What follows belongs to an exercise in optimizing a design on an open flow for small area; a production flow would make more cautious choices. RTL that was checked went through simulation tests only; none was proved equivalent to the original. Power and IR drop assume default switching activity.

the previous run:
## mips_multicycle_core
module mips_multicycle_core #(
  parameter int                    ADDR_WIDTH = 32,
  parameter logic [ADDR_WIDTH-1:0] RESET_PC   = '0,
  parameter int                    NUM_REGS   = 32
) (
  input  logic                  clk,
  input  logic                  rst,
  output logic                  mem_req,
  output logic                  mem_we,
  output logic [ADDR_WIDTH-1:0] mem_addr,
  output logic [31:0]           mem_wdata,
  input  logic [31:0]           mem_rdata,
  input  logic                  mem_ready,
  output logic                  halted
);
  localparam int NR = 31;    
  typedef enum logic [2:0] {
    S_CLR,
    S_FETCH,
    S_READ,
    S_WRITE,
    S_ADDR,
    S_MEM,
    S_BEQ1,
    S_HALT
  } state_t;
  state_t           r_state;
  logic [29:0]      r_pc;        
  logic [4:0]       r_p;         
  logic             r_clr1;      
  logic [31:0]      r_x;
  logic [31:0]      r_y;
  logic [28:0]      r_ir;        
  logic             r_gs;        
  logic             r_gt;        
  logic [NR*32-1:0] r_ring;
  logic        w_op5, w_op3, w_op2;
  logic        w_lw, w_sw, w_addi, w_beq, w_r, w_need_t;
  ...
export LEC_CHECK = 0
export CAP_MARGIN = 20
export CORE_MARGIN = 2
export CORE_UTILIZATION = 60
export SLEW_MARGIN = 20
create_clock -name core_clock -period 10.0 [get_ports {clk}]
standard.sh (not shown) runs the stock make flow with config.mk's settings and CLKGATE_MAP_FILE= SYNTH_SCRIPT=/design/flow/synth_recipe.tcl, a recipe that flattens the netlist after the stock synthesis.
==> flow/flow/run.sh <==
#!/bin/bash
# Own flow: the standard layout (standard.sh) with smaller port buffers and
# no CTS dummy loads. Each tool's output is logged in this folder.
set -e
export BUFFER_PORTS_ARGS="-buffer_cell sky130_fd_sc_hd__buf_1"
export CTS_ARGS="-sink_clustering_enable -repair_clock_nets -dont_use_dummy_load -buf_list sky130_fd_sc_hd__clkbuf_8 -sink_clustering_size 16 -sink_clustering_max_diameter 60"
cp standard.sh standard_copy.txt
cp config.mk config_copy.txt
bash standard.sh > standard.log 2>&1
The previous run finished every step from synthesis to the final layout, and the layout passed the timing, DRC and antenna checks.
For the current run, these inputs were changed with respect to the previous run:
-- flow/flow/run.sh --
<<< the previous run, line 6
export CTS_ARGS="-sink_clustering_enable -repair_clock_nets -dont_use_dummy_load -buf_list sky130_fd_sc_hd__clkbuf_8 -sink_clustering_size 16 -sink_clustering_max_diameter 60"
>>> the current run, line 6
export CTS_ARGS="-sink_clustering_enable -repair_clock_nets -dont_use_dummy_load -buf_list sky130_fd_sc_hd__clkbuf_16 -sink_clustering_size 25 -sink_clustering_max_diameter 80"
### Flow results
Re total design power: the current run is 2.3% up on the previous run. The current run reports a lower final cell count than the previous run does. Going from the previous run to the current run, power share of the clock group has increased, area of all placed cells without fillers has increased, worst clock skew has decreased, via count has increased. End-of-flow core utilization, the current run and the previous run: higher on the current run. Reported for the current run and the previous run, xor/xnor share of the synthesized area turned out identical to the last digit. As far as least setup slack across all paths after layout is concerned, the previous run and the current run perform about the same. The current run vs. the previous run: area growth from synthesis to layout went up by 0.52 points.
No run of this note included a check of the RTL's function; only the layout flow was run.

Another version of the RTL of mips_multicycle_core (not shown whole).
Size in the first run: roughly 2100 cells after synthesis, about 1100 flip-flops, roughly 100 I/O pins, about 30000 um2 of cells after synthesis.
==> flow/config.mk <==
export PLATFORM = sky130hd
export DESIGN_NAME = mips_multicycle_core
export DESIGN_NICKNAME = mips_multicycle_core
export VERILOG_FILES = /design/flow/design.v
export SDC_FILE = /design/flow/constraint.sdc
export NUM_CORES = 4
export LEC_CHECK = 0
export CAP_MARGIN = 20
export CORE_MARGIN = 2
export CORE_UTILIZATION = 65
export SLEW_MARGIN = 20
==> flow/constraint.sdc <==
create_clock -name core_clock -period 10.0 [get_ports {clk}]
set_input_delay 2.0000 -clock core_clock [delete_from_list [all_inputs] [get_ports {clk}]]
set_output_delay 2.0000 -clock core_clock [all_outputs]
set_load 0.01 [all_outputs]
==> flow/flow/run.sh <==
#!/bin/bash
# Own flow: the standard layout (standard.sh: ORFS synthesis to final
# layout) with two changes, both in how the layout is built:
#  - ports are buffered with sky130_fd_sc_hd__buf_1 instead of the default
#    buffer cell (every input and output still gets its own buffer);
#  - clock tree synthesis uses clkbuf_8 with sink clusters of up to 18
#    flip-flops within 60 um, and no dummy loads.
# The tools' full output goes to standard.log in this folder.
set -e
export BUFFER_PORTS_ARGS="-buffer_cell sky130_fd_sc_hd__buf_1"
export CTS_ARGS="-sink_clustering_enable -repair_clock_nets -dont_use_dummy_load -buf_list sky130_fd_sc_hd__clkbuf_8 -sink_clustering_size 18 -sink_clustering_max_diameter 60"
bash standard.sh > standard.log 2>&1
The starting point completed with no timing, DRC or antenna violations.
Then changed:
==> flow/flow/run.sh (replaced) <==
#!/bin/bash
# Own flow: the standard layout (standard.sh: ORFS synthesis to final
# layout) with two changes, both in how the layout is built:
#  - ports are buffered with sky130_fd_sc_hd__buf_1 instead of the default
#    buffer cell (every input and output still gets its own buffer);
#  - clock tree synthesis uses clkbuf_8 with sink clusters of up to 16
#    flip-flops within 60 um, and no dummy loads.
# The tools' full output goes to standard.log in this folder.
set -e
export BUFFER_PORTS_ARGS="-buffer_cell sky130_fd_sc_hd__buf_1"
export CTS_ARGS="-sink_clustering_enable -repair_clock_nets -dont_use_dummy_load -buf_list sky130_fd_sc_hd__clkbuf_8 -sink_clustering_size 16 -sink_clustering_max_diameter 60"
bash standard.sh > standard.log 2>&1
Settings changed: CORE_UTILIZATION 65 to 60.
Flip-flop and latch count is unchanged.
Design area went up by 0.56%.
Via count went down by 1.3%.
Global-route usage went down by 2.3 points.
Clock skew went up by 0.0049 ns.
Non-clock buffer count went up by 1.

mips_multicycle_core, a different RTL version from the one above (not shown whole).
Size: roughly 1100 flip-flops, about 29000 um2 of cells after synthesis.
clock: 10.0 ns
lec_check: 0
cap_margin: 20
core_margin: 2
core_utilization: 66
slew_margin: 20
==> flow/flow/run.sh <==
#!/bin/bash
# Own flow: the standard layout (standard.sh: ORFS synthesis to final
# layout) with these changes, all in how the layout is built:
#  - synthesis is the standard flow's synthesis script (synth_recipe.tcl) unchanged, except
#    that its ABC technology-mapping call runs flow/abc.script, an
#    area-oriented script, instead of ORFS's abc_speed.script. Registers are
#    mapped before ABC, so they are the standard synthesis's registers;
#  - ports are buffered with sky130_fd_sc_hd__buf_1 instead of the default
#    buffer cell (every input and output still gets its own buffer);
#  - clock tree synthesis uses clkbuf_8 with sink clusters of up to 16
#    flip-flops within 60 um, and no dummy loads.
# The tools' full output goes to standard.log in this folder.
set -euo pipefail
W=$PWD
export BUFFER_PORTS_ARGS="-buffer_cell sky130_fd_sc_hd__buf_1"
export CTS_ARGS="-sink_clustering_enable -repair_clock_nets -dont_use_dummy_load -buf_list sky130_fd_sc_hd__clkbuf_8 -sink_clustering_size 16 -sink_clustering_max_diameter 60"
{
  cat <<EOT
proc abc {args} {
  set i [lsearch -exact \$args -script]
  if { \$i >= 0 } {
    set args [lreplace \$args [expr {\$i + 1}] [expr {\$i + 1}] $W/flow/abc.script]
  }
  yosys abc {*}\$args
}
EOT
  cat synth_recipe.tcl
} > my_synth.tcl
sed "s#SYNTH_SCRIPT=[^ ]*#SYNTH_SCRIPT=$W/my_synth.tcl#" standard.sh > my_standard.sh
grep -q "SYNTH_SCRIPT=$W/my_synth.tcl" my_standard.sh
bash my_standard.sh > standard.log 2>&1
==> flow/flow/abc.script <==
strash
ifraig
dc2
balance
rewrite
refactor
balance
rewrite
rewrite -z
balance
refactor -z
rewrite -z
balance
strash
&get -n
&synch2
&nf
&put
topo
stime -c
dnsize -c
==> next run, changes <==
--- a/flow/flow/abc.script
+++ b/flow/flow/abc.script
@@ -13,0 +14,10 @@
+balance
+rewrite
+refactor
+balance
+rewrite
+rewrite -z
+balance
+refactor -z
+rewrite -z
+balance
@@ -16 +26 @@
-&synch2
+&dch -f
CORE_UTILIZATION = 60   (was 66)
Global-route usage is lower by 5.6 points.
Maximum frequency barely changes.
Wire length is lower by roughly a tenth.
Final cell count is higher slightly.
Power is higher by a little under a tenth.
Non-clock buffer count is lower by 2.
Synthesized area is higher slightly.
First-iteration DRC count is lower by a quarter to a third.
Worst setup slack degrades by 0.0044 ns.
==> next run, changes <==
==> flow/flow/run.sh (replaced) <==
#!/bin/bash
# Own flow: the standard layout (standard.sh: ORFS synthesis to final
# layout) with two changes, both in how the layout is built:
#  - ports are buffered with sky130_fd_sc_hd__buf_1 instead of the default
#    buffer cell (every input and output still gets its own buffer);
#  - clock tree synthesis uses clkbuf_8 with sink clusters of up to 16
#    flip-flops within 60 um, and no dummy loads;
#  - RECOVER_POWER downsizes gates off the critical paths after global route.
# The tools' full output goes to standard.log in this folder.
set -e
export BUFFER_PORTS_ARGS="-buffer_cell sky130_fd_sc_hd__buf_1"
export RECOVER_POWER=100
export CTS_ARGS="-sink_clustering_enable -repair_clock_nets -dont_use_dummy_load -buf_list sky130_fd_sc_hd__clkbuf_8 -sink_clustering_size 16 -sink_clustering_max_diameter 60"
bash standard.sh > standard.log 2>&1
removed: flow/flow/abc.script
Effect: The changed run finished but failed the layout checks on max-capacitance violations, max-slew violations; combinational power fell by about 60%; die area went up by 2.8%; hold slack gains 0.0030 ns; routed wire length came out higher by 2.2%; fmax rises by 16%; area after synthesis is higher by 2.9%; worst setup slack improves by 1.2 ns.
==> next run, changes <==
--- a/flow/flow/run.sh
+++ b/flow/flow/run.sh
@@ -3 +3,5 @@
-# layout) with two changes, both in how the layout is built:
+# layout) with these changes, all in how the layout is built:
+#  - synthesis is the standard flow's synthesis script (synth_recipe.tcl) unchanged, except
+#    that its ABC technology-mapping call runs flow/abc.script, an
+#    area-oriented script, instead of ORFS's abc_speed.script. Registers are
+#    mapped before ABC, so they are the standard synthesis's registers;
@@ -7,2 +11 @@
-#    flip-flops within 60 um, and no dummy loads;
-#  - RECOVER_POWER downsizes gates off the critical paths after global route.
+#    flip-flops within 60 um, and no dummy loads.
@@ -10 +13,2 @@
-set -e
+set -euo pipefail
+W=$PWD
@@ -12 +15,0 @@
-export RECOVER_POWER=100
@@ -14 +17,15 @@
-bash standard.sh > standard.log 2>&1
+{
+  cat <<EOT
+proc abc {args} {
+  set i [lsearch -exact \$args -script]
+  if { \$i >= 0 } {
+    set args [lreplace \$args [expr {\$i + 1}] [expr {\$i + 1}] $W/flow/abc.script]
+  }
+  yosys abc {*}\$args
+}
+EOT
+  cat synth_recipe.tcl
+} > my_synth.tcl
+sed "s#SYNTH_SCRIPT=[^ ]*#SYNTH_SCRIPT=$W/my_synth.tcl#" standard.sh > my_standard.sh
+grep -q "SYNTH_SCRIPT=$W/my_synth.tcl" my_standard.sh
+bash my_standard.sh > standard.log 2>&1
==> flow/flow/abc.script (new file) <==
strash
ifraig
dc2
&get -n
&synch2
&nf
&put
topo
stime -c
dnsize -c
Result:
- Now the flow produced a clean layout
- design area falls by a few percent
- register-to-register slack gets worse by 0.77 ns
- power came out higher by well over a third
- setup slack loses 0.77 ns
- cell count went down by a few percent
- area after synthesis drops by a few percent
==> next run, changes <==
CORE_UTILIZATION = 72   (was 60)
What happened: The changed run went through all stages and came out clean. Setup slack got worse by 0.18 ns. Routed wire length came out higher by 17%. Combinational power goes up by 7.2%. Via count rises by 8.7%. Critical path depth came out higher by 1. Register-to-register slack gets worse by 0.18 ns. Fmax drops by 2.1%. Design area fell by 0.45%. Hold slack gets better by 0.042 ns.

## static timing again, ports no longer ideal
In the flow no input, the clock included, has a driving cell. The finished layouts below were timed again as built, in two steps. Step 1 sets driving cells, clkbuf_16 on the clock port and buf_2 on the other inputs (assumed; they add their load-dependent delay and slew). Step 2 times the ports against the registers' clock, not the clock port: input delays grow and output delays shrink by t, the midpoint of the rising clock arrivals with the driver on. Slacks: no drivers / after step 1 / after step 2; pairs: no drivers / after step 1.
| run | t, ns | setup WS [ns] | latest minus earliest clock arrival (ns) |
|---|---|---|---|
| the previous run | 0.698 | 3.528 / 3.528 / 3.528 | 0.113 / 0.113 |
| the current run | 0.655 | 3.528 / 3.528 / 3.528 | 0.058 / 0.059 |
| the first run of note 2 | 0.703 | 3.207 / 3.207 / 3.207 | 0.076 / 0.077 |
| the second run of note 2 | 0.714 | 3.055 / 3.055 / 3.055 | 0.082 / 0.081 |
| the first run of note 3 | 0.724 | 1.239 / 1.239 / 1.239 | 0.084 / 0.083 |
| the second run of note 3 | 0.708 | 1.235 / 1.235 / 1.235 | 0.064 / 0.064 |
| the third run of note 3 | 0.700 | 2.427 / 2.427 / 2.427 | 0.103 / 0.103 |
| the fourth run of note 3 | 0.718 | 1.657 / 1.657 / 1.657 | 0.098 / 0.099 |
| the fifth run of note 3 | 0.704 | 1.475 / 1.475 / 1.475 | 0.086 / 0.086 |
